Source: an optimization exercise on an open RTL-to-GDS flow (aim: small area, a short achievable clock period and few clock cycles per item). Production flows keep margins and buffers that such runs may drop. Only simulation tests tie the RTL to the original design; equivalence was not proved.

==> flow/design.v (outline; a module is shown in full before it is edited, if it fits) <==
// module fkf_front: 60 lines
// module fkf_mul: 1930 lines
// module fkf_queue: 49 lines
// module fkf_cfg: 180 lines
// module fkf_back: 156 lines
// module fm_keycode_to_fnum_block: 106 lines
module fm_keycode_to_fnum_block (
	input  logic             clk,
	input  logic             arst_n,
	input  logic             cfg_we,
	input  logic [0:0]       cfg_index,
	input  logic [fkf_pkg::CLK_W-1:0] cfg_data,
	input  logic             in_valid,
	output logic             in_stall,
	input  logic [7:0]       key_code,
	input  logic [7:0]       key_fraction,
	output logic             out_valid,
	input  logic             out_stall,
	output logic [2:0]       block,
	output logic [10:0]      freq_number
);
  // ...
==> flow/flow/run.sh <==
#!/bin/bash
set -euo pipefail
export SETUP_SLACK_MARGIN=8.0
export TNS_END_PERCENT=100
export BUFFER_PORTS_ARGS="-buffer_cell sky130_fd_sc_hd__buf_4"
bash standard.sh > standard.log 2>&1
==> flow/standard.sh <==
#!/bin/bash
# synth_recipe.tcl (not shown) runs the flow's synth.tcl, then flattens the netlist and writes it again
# the make line also repeats each setting of config.mk as NAME=value (left out here)
make -C /OpenROAD-flow-scripts/flow DESIGN_CONFIG=/design/flow/config.mk WORK_HOME=/design/flow/orfs CLKGATE_MAP_FILE= SYNTH_SCRIPT=/design/flow/synth_recipe.tcl "${@:-finish}"
==> flow/config.mk <==
export PLATFORM = sky130hd
export DESIGN_NAME = fm_keycode_to_fnum_block
export DESIGN_NICKNAME = fm_keycode_to_fnum_block
export VERILOG_FILES = /design/flow/design.v
export SDC_FILE = /design/flow/constraint.sdc
export NUM_CORES = 8
export LEC_CHECK = 0
export CAP_MARGIN = 70
export CORE_MARGIN = 2
export CORE_UTILIZATION = 50
export CTS_CLUSTER_DIAMETER = 90
export CTS_CLUSTER_SIZE = 25
export SLEW_MARGIN = 70
export SYNTH_MEMORY_MAX_BITS = 65536
==> flow/constraint.sdc <==
create_clock -name core_clock -period 12.0 [get_ports {clk}]
set_input_delay 2.4000 -clock core_clock [delete_from_list [all_inputs] [get_ports {clk}]]
set_output_delay 2.4000 -clock core_clock [all_outputs]
set_load 0.01 [all_outputs]
==> results.txt, run 1 <==
Run status:
- The run finished with no timing, DRC or antenna violations.

Min path:
- The worst min-delay path class is reg2reg.

Logic synthesis:
- The adder and majority cell fraction of the synthesized area is 16.2%.
- Counting flops with an async set or reset pin after synthesis yields a share of 6.70%.
- In the post-synthesis netlist, the cell with the most instances is sky130_fd_sc_hd__inv_1.
- Synthesis handed over a netlist of 12,110 instances.

Setup path:
- Together, buffers and inverters on the worst path number 4.
- STA puts the critical path data required time at 12.71 ns.
- The endpoint identified for the worst register-to-register timing path is u_front.bd_s2[15]$_DFF_P_.

Detailed routing:
- The post-detailed-route DRC marker count is 0.

Place:
- The total cell area at the placement stage is 115,000 um2.
- The last weighted congestion value of the routability-driven placer is 1.13.
- Input and output buffers added on the ports amount to 60.

Layout:
- The final sequential cell count is 1,567.
- Cells fill 57.4% of the core in the end.
- The fraction of final cell area spent on non-clock buffers in this run is 7.55%.
- The largest cell class by area is multi-input combinational cells.
- The number of antenna diodes is 63.
- The clock tree cell share of total cell area is 2.25%.
- The number of multi-input logic gates is 7,675.

GRT:
- The number of global-route vias before repair is 98,896.
- The global-route usage over all layers is 48.1%.

Clock network:
- For this design, the CTS-stage hold fixing added 0 buffers.
- The clock root buffer master is sky130_fd_sc_hd__clkbuf_16.

Die:
- The number of placed I/O pins is 64.

Timing:
- The largest clock skew in the final design is 0.0494 ns.
- The final sum of negative setup slack is 0 ns.
Testbench counts, summed over its fixed seeds: cycles 13,368, items 12,288.
==> run 2: changes to the inputs <==
--- a/flow/config.mk
+++ b/flow/config.mk
@@ -5,10 +5,10 @@
 export SDC_FILE = /design/flow/constraint.sdc
 export NUM_CORES = 8
 export LEC_CHECK = 0
-export CAP_MARGIN = 70
+export CAP_MARGIN = 30
 export CORE_MARGIN = 2
 export CORE_UTILIZATION = 50
 export CTS_CLUSTER_DIAMETER = 90
 export CTS_CLUSTER_SIZE = 25
-export SLEW_MARGIN = 70
+export SLEW_MARGIN = 30
 export SYNTH_MEMORY_MAX_BITS = 65536
==> run 2 against run 1 <==
  * Clock-buffer cell count is 5 lower
  * Register-to-register slack got worse by 0.05 ns
  * Die area is the same
  * Still clean
  * Critical path depth down 4
  * Sequential share of layout area increased by 0.72 points
==> results.txt, run 2 <==
Logic synthesis:
- The area share of and/or/nand/nor cells after synthesis is 10.7% (unchanged).
- The total standard cell area after synthesis was 106,000 um2 (unchanged).
- The post-synthesis cell type count was 111 (unchanged).
- The adder and majority cell fraction of the synthesized area is 16.2% (unchanged).
- The per-instance average area after synthesis was 8.75 um2 (unchanged).
- The net count of the mapped netlist is 13,182 (unchanged).
- The area fraction in compound gates after synthesis is 22.1% (unchanged).
- Top cell types by occurrence after synthesis: sky130_fd_sc_hd__inv_1 (1,791), sky130_fd_sc_hd__dfxtp_1 (1,139), sky130_fd_sc_hd__clkbuf_1 (914) (unchanged).
- The most used standard cell by instance count after synthesis is sky130_fd_sc_hd__inv_1 (unchanged).
- The post-synthesis register bit count is 1,567 (unchanged).
- The library cell occupying the most area in the post-synthesis netlist is sky130_fd_sc_hd__dfxtp_1 (unchanged).
- The largest family of logic cells by synthesized area is compound AO/OA/AOI/OAI gates (unchanged).
- The count of flip-flops with a built-in enable after synthesis is 323 (unchanged).
- The fraction of synthesis flops using an asynchronous set or reset pin is 6.70% (unchanged).
- The register area share after synthesis was 33.2% (unchanged).
- The most common flop cell mapped by yosys is sky130_fd_sc_hd__dfxtp_1 (unchanged).
- The xor/xnor share of the synthesized area came to 4.56% (unchanged).
- The synthesized netlist cell count is 12,110 (unchanged).
- The area fraction of the dominant cell type after synthesis came to 21.5% (unchanged).
- The fraction of synthesized area in multiplexers is 3.04% (unchanged).
- The number of warnings reported in the yosys synthesis log is 16 (unchanged).
- Area contributors post-synth: sky130_fd_sc_hd__dfxtp_1 (22%), sky130_fd_sc_hd__fa_1 (11%), sky130_fd_sc_hd__edfxtp_1 (9.2%) (unchanged).

Setup path:
- The startpoint class of the critical path is a register (unchanged).
- The worst flop-to-flop path startpoint was u_front.oa_s1[4]$_SDFF_PN0_ (was u_front.ob_s1[0]$_SDFF_PP0_).
- The data required time of the critical path was 12.69 ns (was 12.71 ns).
- The largest driver fanout on the critical path came to 28 (was 30).
- The kind of critical path is reg2reg (unchanged).
- The worst reg-to-reg setup slack came to 7.80 ns (was 7.85 ns).
- The type of destination of the critical path is a register (unchanged).
- The arrival time at the worst endpoint is 4.89 ns (was 4.86 ns).
- The beginning of the critical path is u_front.oa_s1[4]$_SDFF_PN0_ (was u_front.ob_s1[0]$_SDFF_PP0_).

Clock network:
- The clock latency on the worst-skew pair is 0.81 ns (was 0.82 ns).
- The TritonCTS clock tree is yes (unchanged).
- The clock sink total was 1,567 (unchanged).
- The clock root buffer master is sky130_fd_sc_hd__clkbuf_16 (unchanged).
- The clock-pin slew on the worst setup and hold paths is 0.10 ns (was 0.09 ns).
- The number of levels the H-tree was split into was 3 (unchanged).
- The TritonCTS buffer count is 87 (was 84).
- The maximum clock insertion buffer count came to 3 (unchanged).

Timing:
- The final count of pins violating max slew is 0 (unchanged).
- The final hold violation count came to 0 (unchanged).
- The worst slew margin relative to its limit is 19.0% (was 60.8%).
- The worst hold margin was 0.281 ns (was 0.288 ns).
- The post-route minimum period came to 4.20 ns (was 4.15 ns).
- The final period utilization is 35.0% (was 34.6%).
- The largest clock skew in the final design is 0.0730 ns (was 0.0494 ns).
- Unrepaired setup endpoints after global routing: true (unchanged).
- The fmax was 238 MHz (was 241 MHz).
- The final sum of negative setup slack came to 0 ns (unchanged).
- The total setup violations reported at the end of the flow came to 0 (unchanged).
- The slew at the pin with the worst max-slew slack is 1.21 ns (was 0.585 ns).

Layout:
- The proportion of layout cells with a drive suffix above 1 came to 13.7% (was 15.7%).
- The total number of nets in the final design came to 12,924 (was 13,073).
- The register area came to 35,300 um2 (was 35,400 um2).
- The number of fillers in the final layout is 18,715 (was 18,147).
- The most frequent standard cell in the layout excluding fill and tap cells is sky130_fd_sc_hd__inv_1 (unchanged).
- Top Registers: u_back.dv_wc: 331 flops, u_back.dv_ws: 331 flops, u_queue.entry_q: 168 flops (unchanged).
- The area growth from synthesis to layout was 11.4% (was 14.5%).
- Highest-count cells in the layout ignoring fill and taps: sky130_fd_sc_hd__inv_1 (1,784), sky130_fd_sc_hd__dfxtp_1 (1,084), sky130_fd_sc_hd__a21oi_1 (766) (was sky130_fd_sc_hd__inv_1 (1,779), sky130_fd_sc_hd__dfxtp_1 (1,077), sky130_fd_sc_hd__a21oi_1 (775)).
- The area of the multi-input gates came to 63,000 um2 (was 63,600 um2).

Run status:
- Result of the run: finished clean (unchanged).

GRT:
- The pin count of the biggest net entering global routing is 72 (was 65).
- The total congestion overflow after global routing was 0 (unchanged).
- The most used routing layer is met2 (unchanged).
- The met1 usage is 58.7% (was 59.0%).
- The wire length of the first global-routing pass was 742,000 um (was 745,000 um).
- The global routing usage on met3 is 23.8% (was 23.6%).
- The global-route usage over all layers is 48.1% (about the same).
- The initial antenna violation count was 73 (was 57).
- The number of global-route vias before repair came to 97,722 (was 98,896).
- The met2 routing resource usage after global routing was 65.8% (was 66.4%).

Die:
- The number of placed I/O pins came to 64 (unchanged).
- The number of rows created at floorplan is 169 (unchanged).
- The die height is 464 um (unchanged).
- The x dimension of the die is 464 um (unchanged).
- The overall die area came to 216,000 um2 (unchanged).
- The placeable core region is 211,000 um2 (unchanged).
- The initial standard-cell utilization of the core is 50.1% (unchanged).

Job:
- The total of max-cap violations is 0 (unchanged).

Min path:
- The worst min-delay path class is reg2reg (unchanged).
- The launch point of the worst hold path is u_back.dv_qn[3][0]$_DFF_P_ (unchanged).

Detailed routing:
- The number of nets with antenna violations after routing is 0 (unchanged).
- The post-detailed-route DRC marker count came to 0 (unchanged).
- The number of optimization iterations in the first detailed-route pass was 13 (unchanged).
- The routed length per instance was 36.8 um (was 36.3 um).
- The number of design-rule violations left by the first detailed-router iteration is 17,429 (was 17,256).
- The total number of vias is 105,212 (was 104,820).
- The overall routed net length is 545,000 um (was 542,000 um).
- The mean number of vias per cell came to 7.11 (was 7.01).

Place:
- The count of buffers inserted at the top-level ports is 60 (unchanged).
- The placed wire-length estimate after detailed placement is 347,000 um (was 362,000 um).
- The last weighted congestion value of the routability-driven placer is 1.13 (unchanged).
-- run 2: area by class of cell --
cell class                      count  share of cell area, %
Clock buffer                      106                   1.94
Timing Repair Buffer              697                   5.44
Timing Repair inverter              2                0.00848
Sequential cell                  1567                   29.9
Antenna cell                       72                  0.153
Tap cell                         2821                   2.99
Clock inverter                     38                  0.490
Inverter                         1806                   5.77
Multi-Input combinational cell   7691                   53.3
-- run 2: path summary, 6_finish.rpt --
kind / end / cells past startpoint
max: u_front.bd_s2[16]$_DFF_P_ / 11
min: u_back.dv_qn[4][2]$_DFF_P_ / 0
max reg2reg: u_front.bd_s2[16]$_DFF_P_ / 11
min reg2reg: u_back.dv_qn[4][2]$_DFF_P_ / 0
max in group asynchronous: u_cfg.tgt_q[2]$_DFFE_PN0P_ / 2
min in group asynchronous: cnt_q[3]$_DFFE_PN0P_ / 1
-- run 2: critical path, stage by stage (launching register included) --
cell	delay (ns)
sky130_fd_sc_hd__dfxtp_2	0.32
sky130_fd_sc_hd__buf_4	0.32
sky130_fd_sc_hd__nand2_4	0.33
sky130_fd_sc_hd__buf_4	0.45
sky130_fd_sc_hd__nand2_1	0.27
sky130_fd_sc_hd__o31a_1	0.47
sky130_fd_sc_hd__nor4_2	0.51
sky130_fd_sc_hd__nand3_1	0.23
sky130_fd_sc_hd__nor4_4	0.42
sky130_fd_sc_hd__inv_1	0.17
sky130_fd_sc_hd__ha_1	0.26
sky130_fd_sc_hd__mux2_2	0.26
-- run 2: timing repair --
action	4_1_cts	5_1_grt
buffers inserted	54	135
cloned	13	22
endpoints found under the setup margin	909	675
hold buffers	0	0
pin swaps	43	73
gates resized for setup	317	364
-- run 2: kinds of logic (layout without fill, tap and decap cells) --
family | after synthesis | count (layout)
mux | 250 | 250
fa+ha+maj | 1024 | 1024
buf+inv | 2869 | 2649
simple gates | 2375 | 2391
compound gates | 3473 | 3474
xor+xnor | 552 | 552
other cells | 0 | 72
flops | 1567 | 1567
-- run 2: metal layers --
metal / vias up / wire length, um
li1: 41474 / -
met1: 50741 / 195000
met2: 9800 / 211000
met3: 3129 / 87400
met4: 68 / 50500
met5: - / 1160
-- run 2: metrics by stage --
step	std cells	setup WS, ns	cell area, um2	utilization [%]
floorplan	12110	8.03	106000	-
global placement	14355	5.76	110000	51.9
detailed placement	14357	5.73	110000	52.0
CTS	14568	7.90	115000	54.4
global route	14739	7.85	118000	55.8
finish	14800	7.80	118000	55.9
==> run 3: changes to the inputs <==
--- a/flow/config.mk
+++ b/flow/config.mk
@@ -5,10 +5,10 @@
 export SDC_FILE = /design/flow/constraint.sdc
 export NUM_CORES = 8
 export LEC_CHECK = 0
-export CAP_MARGIN = 30
+export CAP_MARGIN = 15
 export CORE_MARGIN = 2
 export CORE_UTILIZATION = 50
 export CTS_CLUSTER_DIAMETER = 90
 export CTS_CLUSTER_SIZE = 25
-export SLEW_MARGIN = 30
+export SLEW_MARGIN = 15
 export SYNTH_MEMORY_MAX_BITS = 65536
==> run 3 against run 2 <==
  * Die area did not move
  * Sequential share of layout area grew 0.14 points
  * Flip-flop and latch count stayed put
  * Worst setup slack got worse by 0.062 ns
  * Synthesized cell count stayed put
  * First-iteration DRC count down 1.3%
  * Fmax decreased by 1.5%
  * Critical endpoint is now u_front.bd_s2[15]$_DFF_P_
==> results.txt, run 3 <==
Logic synthesis:
- The count of flip-flops with a built-in enable after synthesis was 323 (unchanged).
- The fraction of synthesis flops using an asynchronous set or reset pin came to 6.70% (unchanged).
- The per-instance average area after synthesis came to 8.75 um2 (unchanged).
- The area fraction of the dominant cell type after synthesis is 21.5% (unchanged).
- Top cell types by occurrence after synthesis: sky130_fd_sc_hd__inv_1 (1,791), sky130_fd_sc_hd__dfxtp_1 (1,139), sky130_fd_sc_hd__clkbuf_1 (914) (unchanged).
- Area contributors post-synth: sky130_fd_sc_hd__dfxtp_1 (22%), sky130_fd_sc_hd__fa_1 (11%), sky130_fd_sc_hd__edfxtp_1 (9.2%) (unchanged).
- The most used standard cell by instance count after synthesis is sky130_fd_sc_hd__inv_1 (unchanged).
- The post-synthesis register bit count is 1,567 (unchanged).
- The synthesized netlist cell count is 12,110 (unchanged).
- The number of warnings reported in the yosys synthesis log is 16 (unchanged).
- The library cell occupying the most area in the post-synthesis netlist was sky130_fd_sc_hd__dfxtp_1 (unchanged).
- The most common flop cell mapped by yosys is sky130_fd_sc_hd__dfxtp_1 (unchanged).
- The register area share after synthesis is 33.2% (unchanged).
- The net count of the mapped netlist is 13,182 (unchanged).
- The post-synthesis cell type count is 111 (unchanged).
- The total standard cell area after synthesis was 106,000 um2 (unchanged).

Timing:
- The largest clock skew in the final design came to 0.0716 ns (was 0.0730 ns).
- The final hold violation count is 0 (unchanged).
- The final count of pins violating max slew is 0 (unchanged).
- The worst slew margin relative to its limit is 9.23% (was 19.0%).
- The final sum of negative setup slack was 0 ns (unchanged).
- The post-route minimum period was 4.27 ns (was 4.20 ns).
- The fmax is 234 MHz (was 238 MHz).
- The total setup violations reported at the end of the flow is 0 (unchanged).
- Unrepaired setup endpoints after global routing: true (unchanged).
- The final period utilization is 35.5% (was 35.0%).
- The slew at the pin with the worst max-slew slack is 1.36 ns (was 1.21 ns).

Layout:
- The most frequent standard cell in the layout excluding fill and tap cells is sky130_fd_sc_hd__inv_1 (unchanged).
- Highest-count cells in the layout ignoring fill and taps: sky130_fd_sc_hd__inv_1 (1,784), sky130_fd_sc_hd__dfxtp_1 (1,084), sky130_fd_sc_hd__a21oi_1 (780) (was sky130_fd_sc_hd__inv_1 (1,784), sky130_fd_sc_hd__dfxtp_1 (1,084), sky130_fd_sc_hd__a21oi_1 (766)).
- The total number of nets in the final design was 12,903 (was 12,924).
- The final design utilization was 55.6% (was 55.9%).
- Top Registers: u_back.dv_wc: 331 flops, u_back.dv_ws: 331 flops, u_queue.entry_q: 168 flops (unchanged).
- The proportion of layout cells with a drive suffix above 1 is 13.2% (was 13.7%).
- The area growth from synthesis to layout is 10.9% (was 11.4%).

Clock network:
- The clock root buffer master was sky130_fd_sc_hd__clkbuf_16 (unchanged).
- The total of hold buffers inserted after clock tree synthesis is 0 (unchanged).
- The TritonCTS clock tree is yes (unchanged).
- The clock-pin slew on the worst setup and hold paths is 0.09 ns (was 0.10 ns).
- The maximum clock insertion buffer count came to 3 (unchanged).
- The number of levels the H-tree was split into was 3 (unchanged).
- The clock sink total is 1,567 (unchanged).
- The clock latency on the worst-skew pair is 0.81 ns (about the same).
- The TritonCTS buffer count is 86 (was 87).

GRT:
- The global-route usage over all layers is 48.2% (was 48.1%).
- The number of global-route vias before repair is 97,770 (was 97,722).
- The total congestion overflow after global routing is 0 (unchanged).
- The pin count of the biggest net entering global routing is 72 (unchanged).
- The initial antenna violation count was 59 (was 73).
- The wire length of the first global-routing pass is 744,000 um (was 742,000 um).

Setup path:
- The critical path's top delay family is simple AND/OR/NAND/NOR gates (unchanged).
- Series of cell instances along the critical path: buf_8, or2_2, buf_4, nor2_2, buf_4, o22ai_1, nor4_1, nand3_1, nor3_4, buf_4, nor2b_1, nor2_1, and2_1 (was buf_4, nand2_4, buf_4, nand2_1, o31a_1, nor4_2, nand3_1, nor4_4, inv_1, ha_1, mux2_2).
- The kind of critical path is reg2reg (unchanged).
- The number of buffers and inverters on the critical path is 4 (was 3).
- The data required time of the critical path is 12.70 ns (was 12.69 ns).
- The cell type of the slowest stage on the worst timing path is sky130_fd_sc_hd__nor4_1 (was sky130_fd_sc_hd__nor4_2).
- The type of destination of the critical path is a register (unchanged).
- The largest driver fanout on the critical path is 19 (was 28).
- The startpoint class of the critical path is a register (unchanged).
- The most repeated library cell on the critical path is sky130_fd_sc_hd__buf_4 (unchanged).
- The worst stage delay on the critical path is 0.83 ns (was 0.51 ns).
- The arrival time at the worst endpoint came to 4.96 ns (was 4.89 ns).

Die:
- The placeable core region was 211,000 um2 (unchanged).
- The initial standard-cell utilization of the core is 50.1% (unchanged).
- The x dimension of the die is 464 um (unchanged).
- The overall die area was 216,000 um2 (unchanged).
- The die height is 464 um (unchanged).
- The number of placed I/O pins is 64 (unchanged).
- The number of rows created at floorplan is 169 (unchanged).

Job:
- The total of max-cap violations is 0 (unchanged).

Detailed routing:
- The number of optimization iterations in the first detailed-route pass was 13 (unchanged).
- The mean number of vias per cell came to 7.05 (was 7.11).
- The routed length per instance came to 36.9 um (was 36.8 um).
- The post-detailed-route DRC marker count came to 0 (unchanged).
- The number of nets with antenna violations after routing is 0 (unchanged).
- The overall routed net length is 544,000 um (was 545,000 um).
- The number of design-rule violations left by the first detailed-router iteration came to 17,199 (was 17,429).
- The total number of vias was 104,065 (was 105,212).

Run status:
- Result of the run: finished clean (unchanged).

Place:
- The last weighted congestion value of the routability-driven placer is 1.13 (unchanged).
- The placed wire-length estimate after detailed placement came to 347,000 um (about the same).
- The count of buffers inserted at the top-level ports came to 60 (unchanged).

Min path:
- The worst min-delay path class is reg2reg (unchanged).
run 3: metal layers:
layer	GRT usage, %	routed length (um)	vias up
li1	-	-	41393
met1	58.5	196000	50237
met2	66.0	212000	9503
met3	24.6	87200	2879
met4	31.9	48500	53
met5	3.41	892	-
run 3: path summary, 6_finish.rpt:
kind                                         endpoint                   startpoint  slack, ns  cells after the start
setup / recovery            u_front.bd_s2[15]$_DFF_P_  u_front.ob_s1[1]$_SDFF_PP0_       7.73                     13
hold / removal             u_back.dv_qn[4][2]$_DFF_P_   u_back.dv_qn[3][0]$_DFF_P_       0.30                      0
setup reg to reg            u_front.bd_s2[15]$_DFF_P_  u_front.ob_s1[1]$_SDFF_PP0_       7.73                     13
hold reg to reg            u_back.dv_qn[4][2]$_DFF_P_   u_back.dv_qn[3][0]$_DFF_P_       0.30                      0
max in group asynchronous  u_cfg.tgt_q[4]$_DFFE_PN0P_                       arst_n       8.95                      2
min in group asynchronous          last_q$_DFFE_PN0P_                       arst_n       1.61                      1
run 3: layout make-up:
| cell class | instances | area (um2) |
|---|---|---|
| Clock buffer | 105 | 2240 |
| Multi-Input combinational cell | 7687 | 62600 |
| Timing Repair Buffer | 680 | 6290 |
| Antenna cell | 63 | 158 |
| Sequential cell | 1567 | 35300 |
| Inverter | 1806 | 6810 |
| Clock inverter | 36 | 578 |
| Timing Repair inverter | 3 | 17.5 |
| Tap cell | 2821 | 3530 |
| Fill cell | 18667 | 93900 |
run 3: timing repair:
action	4_1_cts	5_1_grt
pin swaps	42	65
resized for setup	332	302
hold endpoints to repair	0	0
buffers inserted	65	108
endpoints found under the setup margin	915	683
gates cloned	15	19
run 3: cell families after synthesis:
group / after synthesis / share of synthesized area (%)
mux: 250 / 3.04
flops: 1567 / 33.2
simple gates: 2375 / 10.7
buf+inv: 2869 / 10.2
compound gates: 3473 / 22.1
fa+ha+maj: 1024 / 16.2
xor+xnor: 552 / 4.56
run 3: metrics by stage:
step                      cell area [um2]  hold WS (ns)  setup slack (ns)  instances
after floorplan                    106000         0.310              8.03      12110
final                              118000         0.303              7.73      14768
after global placement             110000         0.311              5.76      14355
after CTS                          115000         0.317              7.99      14577
after global routing               117000         0.314              7.85      14712
after detailed placement           110000         0.312              5.66      14356
run 3: worst register-to-register path, cell delays in order, from the launching register on:
cell                      delay, ns
sky130_fd_sc_hd__dfxtp_4       0.46
sky130_fd_sc_hd__buf_8         0.26
sky130_fd_sc_hd__or2_2         0.33
sky130_fd_sc_hd__buf_4         0.26
sky130_fd_sc_hd__nor2_2        0.19
sky130_fd_sc_hd__buf_4         0.36
sky130_fd_sc_hd__o22ai_1       0.15
sky130_fd_sc_hd__nor4_1        0.83
sky130_fd_sc_hd__nand3_1       0.28
sky130_fd_sc_hd__nor3_4        0.39
sky130_fd_sc_hd__buf_4         0.23
sky130_fd_sc_hd__nor2b_1       0.20
sky130_fd_sc_hd__nor2_1        0.07
sky130_fd_sc_hd__and2_1        0.16
==> run 4: changes to the inputs <==
--- a/flow/config.mk
+++ b/flow/config.mk
@@ -5,10 +5,10 @@
 export SDC_FILE = /design/flow/constraint.sdc
 export NUM_CORES = 8
 export LEC_CHECK = 0
-export CAP_MARGIN = 15
+export CAP_MARGIN = 30
 export CORE_MARGIN = 2
-export CORE_UTILIZATION = 50
+export CORE_UTILIZATION = 55
 export CTS_CLUSTER_DIAMETER = 90
 export CTS_CLUSTER_SIZE = 25
-export SLEW_MARGIN = 15
+export SLEW_MARGIN = 30
 export SYNTH_MEMORY_MAX_BITS = 65536
==> run 4 against run 3 <==
  * Still clean on timing, DRC and antenna
  * Synthesized cell count unchanged
  * Area after synthesis stayed put
  * Cell area increased by 0.99%
  * Highest routed layer unchanged
==> results.txt, run 4 <==
Logic synthesis:
- The area fraction of the dominant cell type after synthesis is 21.5% (unchanged).
- The post-synthesis register bit count is 1,567 (unchanged).
- The number of warnings reported in the yosys synthesis log is 16 (unchanged).
- The fraction of synthesis flops using an asynchronous set or reset pin is 6.70% (unchanged).
- The post-synthesis cell type count is 111 (unchanged).
- The total standard cell area after synthesis is 106,000 um2 (unchanged).
- The register area share after synthesis came to 33.2% (unchanged).
- The synthesized netlist cell count is 12,110 (unchanged).
- The net count of the mapped netlist is 13,182 (unchanged).
- Area contributors post-synth: sky130_fd_sc_hd__dfxtp_1 (22%), sky130_fd_sc_hd__fa_1 (11%), sky130_fd_sc_hd__edfxtp_1 (9.2%) (unchanged).
- The library cell occupying the most area in the post-synthesis netlist is sky130_fd_sc_hd__dfxtp_1 (unchanged).
- Top cell types by occurrence after synthesis: sky130_fd_sc_hd__inv_1 (1,791), sky130_fd_sc_hd__dfxtp_1 (1,139), sky130_fd_sc_hd__clkbuf_1 (914) (unchanged).
- The most used standard cell by instance count after synthesis is sky130_fd_sc_hd__inv_1 (unchanged).
- The most common flop cell mapped by yosys is sky130_fd_sc_hd__dfxtp_1 (unchanged).
- The per-instance average area after synthesis came to 8.75 um2 (unchanged).
- The count of flip-flops with a built-in enable after synthesis came to 323 (unchanged).

Detailed routing:
- The mean number of vias per cell is 7.67 (was 7.05).
- The number of design-rule violations left by the first detailed-router iteration came to 22,043 (was 17,199).
- The post-detailed-route DRC marker count is 0 (unchanged).
- The total number of vias is 112,185 (was 104,065).
- The number of optimization iterations in the first detailed-route pass is 15 (was 13).
- The routed length per instance was 39.7 um (was 36.9 um).
- The overall routed net length is 581,000 um (was 544,000 um).
- The number of nets with antenna violations after routing is 0 (unchanged).

Timing:
- The slack of the critical path is 7.67 ns (was 7.73 ns).
- The post-route minimum period is 4.33 ns (was 4.27 ns).
- The worst slew margin relative to its limit is 15.0% (was 9.23%).
- The final hold violation count came to 0 (unchanged).
- The largest clock skew in the final design is 0.0944 ns (was 0.0716 ns).
- The final count of pins violating max slew is 0 (unchanged).
- The final sum of negative setup slack was 0 ns (unchanged).
- The fmax was 231 MHz (was 234 MHz).
- The slew at the pin with the worst max-slew slack was 1.27 ns (was 1.36 ns).
- The total setup violations reported at the end of the flow is 0 (unchanged).
- The final period utilization is 36.0% (was 35.5%).
- Unrepaired setup endpoints after global routing: true (unchanged).

Place:
- The total instance count after detailed placement was 14,067 (was 14,356).
- The placed wire-length estimate after detailed placement is 354,000 um (was 347,000 um).
- The worst-case setup slack after placement is 6.00 ns (was 5.66 ns).
- The count of buffers inserted at the top-level ports was 60 (unchanged).
- The last weighted congestion value of the routability-driven placer is 1.15 (was 1.13).

GRT:
- The total congestion overflow after global routing is 0 (unchanged).
- The wire length of the first global-routing pass came to 772,000 um (was 744,000 um).
- The number of global-route vias before repair was 103,033 (was 97,770).
- The initial antenna violation count is 90 (was 59).
- The global-route usage over all layers is 55.1% (was 48.2%).
- The met2 routing resource usage after global routing is 74.5% (was 66.0%).
- The pin count of the biggest net entering global routing is 81 (was 72).
- The met1 usage is 62.9% (was 58.5%).
- The global routing usage on met3 is 33.0% (was 24.6%).
- The most used routing layer is met2 (unchanged).

Layout:
- The number of fillers in the final layout is 14,784 (was 18,667).
- Top Registers: u_back.dv_wc: 331 flops, u_back.dv_ws: 331 flops, u_queue.entry_q: 168 flops (unchanged).
- The post-route non-filler standard cell count is 14,621 (was 14,768).
- The final design utilization came to 61.9% (was 55.6%).
- The most frequent standard cell in the layout excluding fill and tap cells was sky130_fd_sc_hd__inv_1 (unchanged).
- The proportion of layout cells with a drive suffix above 1 is 14.2% (was 13.2%).
- The area of the multi-input gates is 63,100 um2 (was 62,600 um2).
- The total number of nets in the final design was 12,991 (was 12,903).
- Highest-count cells in the layout ignoring fill and taps: sky130_fd_sc_hd__inv_1 (1,786), sky130_fd_sc_hd__dfxtp_1 (1,091), sky130_fd_sc_hd__a21oi_1 (782) (was sky130_fd_sc_hd__inv_1 (1,784), sky130_fd_sc_hd__dfxtp_1 (1,084), sky130_fd_sc_hd__a21oi_1 (780)).
- The area growth from synthesis to layout is 12.0% (was 10.9%).
- The register area came to 35,300 um2 (about the same).

Die:
- The overall die area is 196,000 um2 (was 216,000 um2).
- The x dimension of the die is 443 um (was 464 um).
- The placeable core region is 192,000 um2 (was 211,000 um2).
- The initial standard-cell utilization of the core was 55.2% (was 50.1%).
- The number of rows created at floorplan was 161 (was 169).
- The die height is 443 um (was 464 um).
- The number of placed I/O pins is 64 (unchanged).

Setup path:
- The count of cells along the worst register-to-register path is 15 (was 13).
- The beginning of the critical path is u_back.dv_wc[2][40]$_DFF_P_ (was u_front.ob_s1[1]$_SDFF_PP0_).
- Series of cell instances along the critical path: ha_1, fa_2, a21oi_2, nor2_1, nor2_2, xnor2_4, ha_1, nor2b_1, o31ai_2, buf_6, clkinv_4, buf_4, a211oi_1, fa_1, inv_1 (was buf_8, or2_2, buf_4, nor2_2, buf_4, o22ai_1, nor4_1, nand3_1, nor3_4, buf_4, nor2b_1, nor2_1, and2_1).
- The startpoint class of the critical path is a register (unchanged).
- The endpoint of the lowest-slack register-to-register path is u_back.dv_ws[3][0]$_DFF_P_ (was u_front.bd_s2[15]$_DFF_P_).
- The most repeated library cell on the critical path is sky130_fd_sc_hd__ha_1 (was sky130_fd_sc_hd__buf_4).
- The kind of critical path is reg2reg (unchanged).
- The largest driver fanout on the critical path came to 23 (was 19).
- The worst flop-to-flop path startpoint is u_back.dv_wc[2][40]$_DFF_P_ (was u_front.ob_s1[1]$_SDFF_PP0_).
- The worst stage delay on the critical path is 0.50 ns (was 0.83 ns).
- The type of destination of the critical path is a register (unchanged).
- The cell type of the slowest stage on the worst timing path is sky130_fd_sc_hd__fa_1 (was sky130_fd_sc_hd__nor4_1).
- The worst reg-to-reg setup slack is 7.67 ns (was 7.73 ns).
- The data required time of the critical path is 12.79 ns (was 12.70 ns).
- The arrival time at the worst endpoint is 5.12 ns (was 4.96 ns).

Clock network:
- The total of hold buffers inserted after clock tree synthesis came to 0 (unchanged).
- The number of levels the H-tree was split into was 3 (unchanged).
- The clock latency on the worst-skew pair is 0.86 ns (was 0.81 ns).
- The clock-pin slew on the worst setup and hold paths is 0.11 ns (was 0.09 ns).
- The clock sink total was 1,567 (unchanged).
- The TritonCTS clock tree is yes (unchanged).
- The TritonCTS buffer count came to 85 (was 86).
- The maximum clock insertion buffer count is 3 (unchanged).
- The clock root buffer master was sky130_fd_sc_hd__clkbuf_16 (unchanged).

Min path:
- The number of stages on the worst hold path is 0 (unchanged).
- The worst hold endpoint was u_back.dv_qp[3][3]$_DFF_P_ (was u_back.dv_qn[4][2]$_DFF_P_).
- The launch point of the worst hold path is u_back.dv_qp[2][1]$_DFF_P_ (was u_back.dv_qn[3][0]$_DFF_P_).
- The worst min-delay path class is reg2reg (unchanged).

Job:
- The total of max-cap violations is 0 (unchanged).

Run status:
- Result of the run: finished clean (unchanged).
-- run 4: repair_timing --
action | in CTS | in global routing
resized for setup | 369 | 414
pin swaps | 45 | 95
setup endpoints to repair | 888 | 762
cloned | 15 | 25
setup buffers | 71 | 175
-- run 4: logic make-up after synthesis --
family | count (synthesis) | share of synthesized area (%)
AO/OA/AOI/OAI | 3473 | 22.1
adder cells (fa/ha/maj) | 1024 | 16.2
AND/OR/NAND/NOR | 2375 | 10.7
buffers and inverters | 2869 | 10.2
multiplexers | 250 | 3.04
flip-flops | 1567 | 33.2
XOR/XNOR | 552 | 4.56
-- run 4: area by class of cell --
type                    instances  share of cell area (%)
diodes                        128                   0.270
clock buffers                 102                    1.87
clock inverters                33                   0.412
inverters                    1806                    5.74
multi-input cells            7691                    53.2
flip-flops and latches       1567                    29.7
well taps                    2526                    2.66
repair buffers                767                    6.16
repair inverters                1                 0.00421
-- run 4: worst max-delay path by stage --
stage                                             endpoint  slack, ns  cells after the start
after floorplan           u_queue.freq_number[8]$_DFFE_PN_       8.03                     16
after global placement         u_cfg.tgt_q[13]$_DFFE_PN0P_       6.07                      8
after detailed placement       u_cfg.tgt_q[13]$_DFFE_PN0P_       6.00                      8
after CTS                      u_back.dv_ws[4][37]$_DFF_P_       7.95                     15
after global routing            u_back.dv_ws[2][0]$_DFF_P_       7.67                     13
final                           u_back.dv_ws[3][0]$_DFF_P_       7.67                     15
-- run 4: worst max-delay path: cells and delay by family, from the launching register on --
family | cells | cell delay (ns)
adders and majority gates | 4 | 1.46
AOI/OAI and AO/OA | 3 | 0.82
buffers and inverters | 4 | 0.80
and+or+nand+nor | 3 | 0.57
DFF | 1 | 0.34
xor gates and xnor gates | 1 | 0.25
-- run 4: through the flow --
step / hold WS [ns] / cell area, um2
after floorplan: 0.310 / 106000
after global placement: 0.311 / 109000
after detailed placement: 0.312 / 110000
after CTS: 0.319 / 115000
after global routing: 0.309 / 118000
final: 0.276 / 119000
-- run 4: routing by layer --
metal | up-vias | routed length (um)
met3 | 4760 | 105000
met5 | - | 1830
met4 | 84 | 65200
li1 | 41651 | -
met1 | 52979 | 189000
met2 | 12711 | 220000

## what the ideal ports hide
No port has a modelled driver above. Below, the same layouts with a new extraction and two added sets of constraints.
Step 1 (the two cells are an assumption about what drives the block):
set clk [get_ports {clk}]
set_driving_cell -lib_cell sky130_fd_sc_hd__clkbuf_16 $clk
set_driving_cell -lib_cell sky130_fd_sc_hd__buf_2 [delete_from_list [all_inputs] $clk]
Step 2 times the ports against the registers' clock, not the clock port: input delays grow and output delays shrink by t, the midpoint of the rising clock arrivals with the driver on.
Three values: ideal ports, drivers, drivers and shift; two values: the first two.
run | shift t [ns] | setup slack, ns | worst setup path at the end | clock arrival spread, ns | cell pins on the clock port's net
run 1 | 0.869 | 7.846 / 7.846 / 7.481 | input to register | 0.070 / 0.069 | 1
run 2 | 0.864 | 7.797 / 7.797 / 7.435 | input to register | 0.076 / 0.076 | 1
run 3 | 0.869 | 7.734 / 7.734 / 7.269 | input to register | 0.074 / 0.073 | 1
run 4 | 0.893 | 7.675 / 7.675 / 7.329 | input to register | 0.114 / 0.115 | 1
After both steps every run listed still meets setup and hold. The setup slack of run 3, which loses most, moves by 0.000 ns with the drivers and by -0.465 ns with both steps.
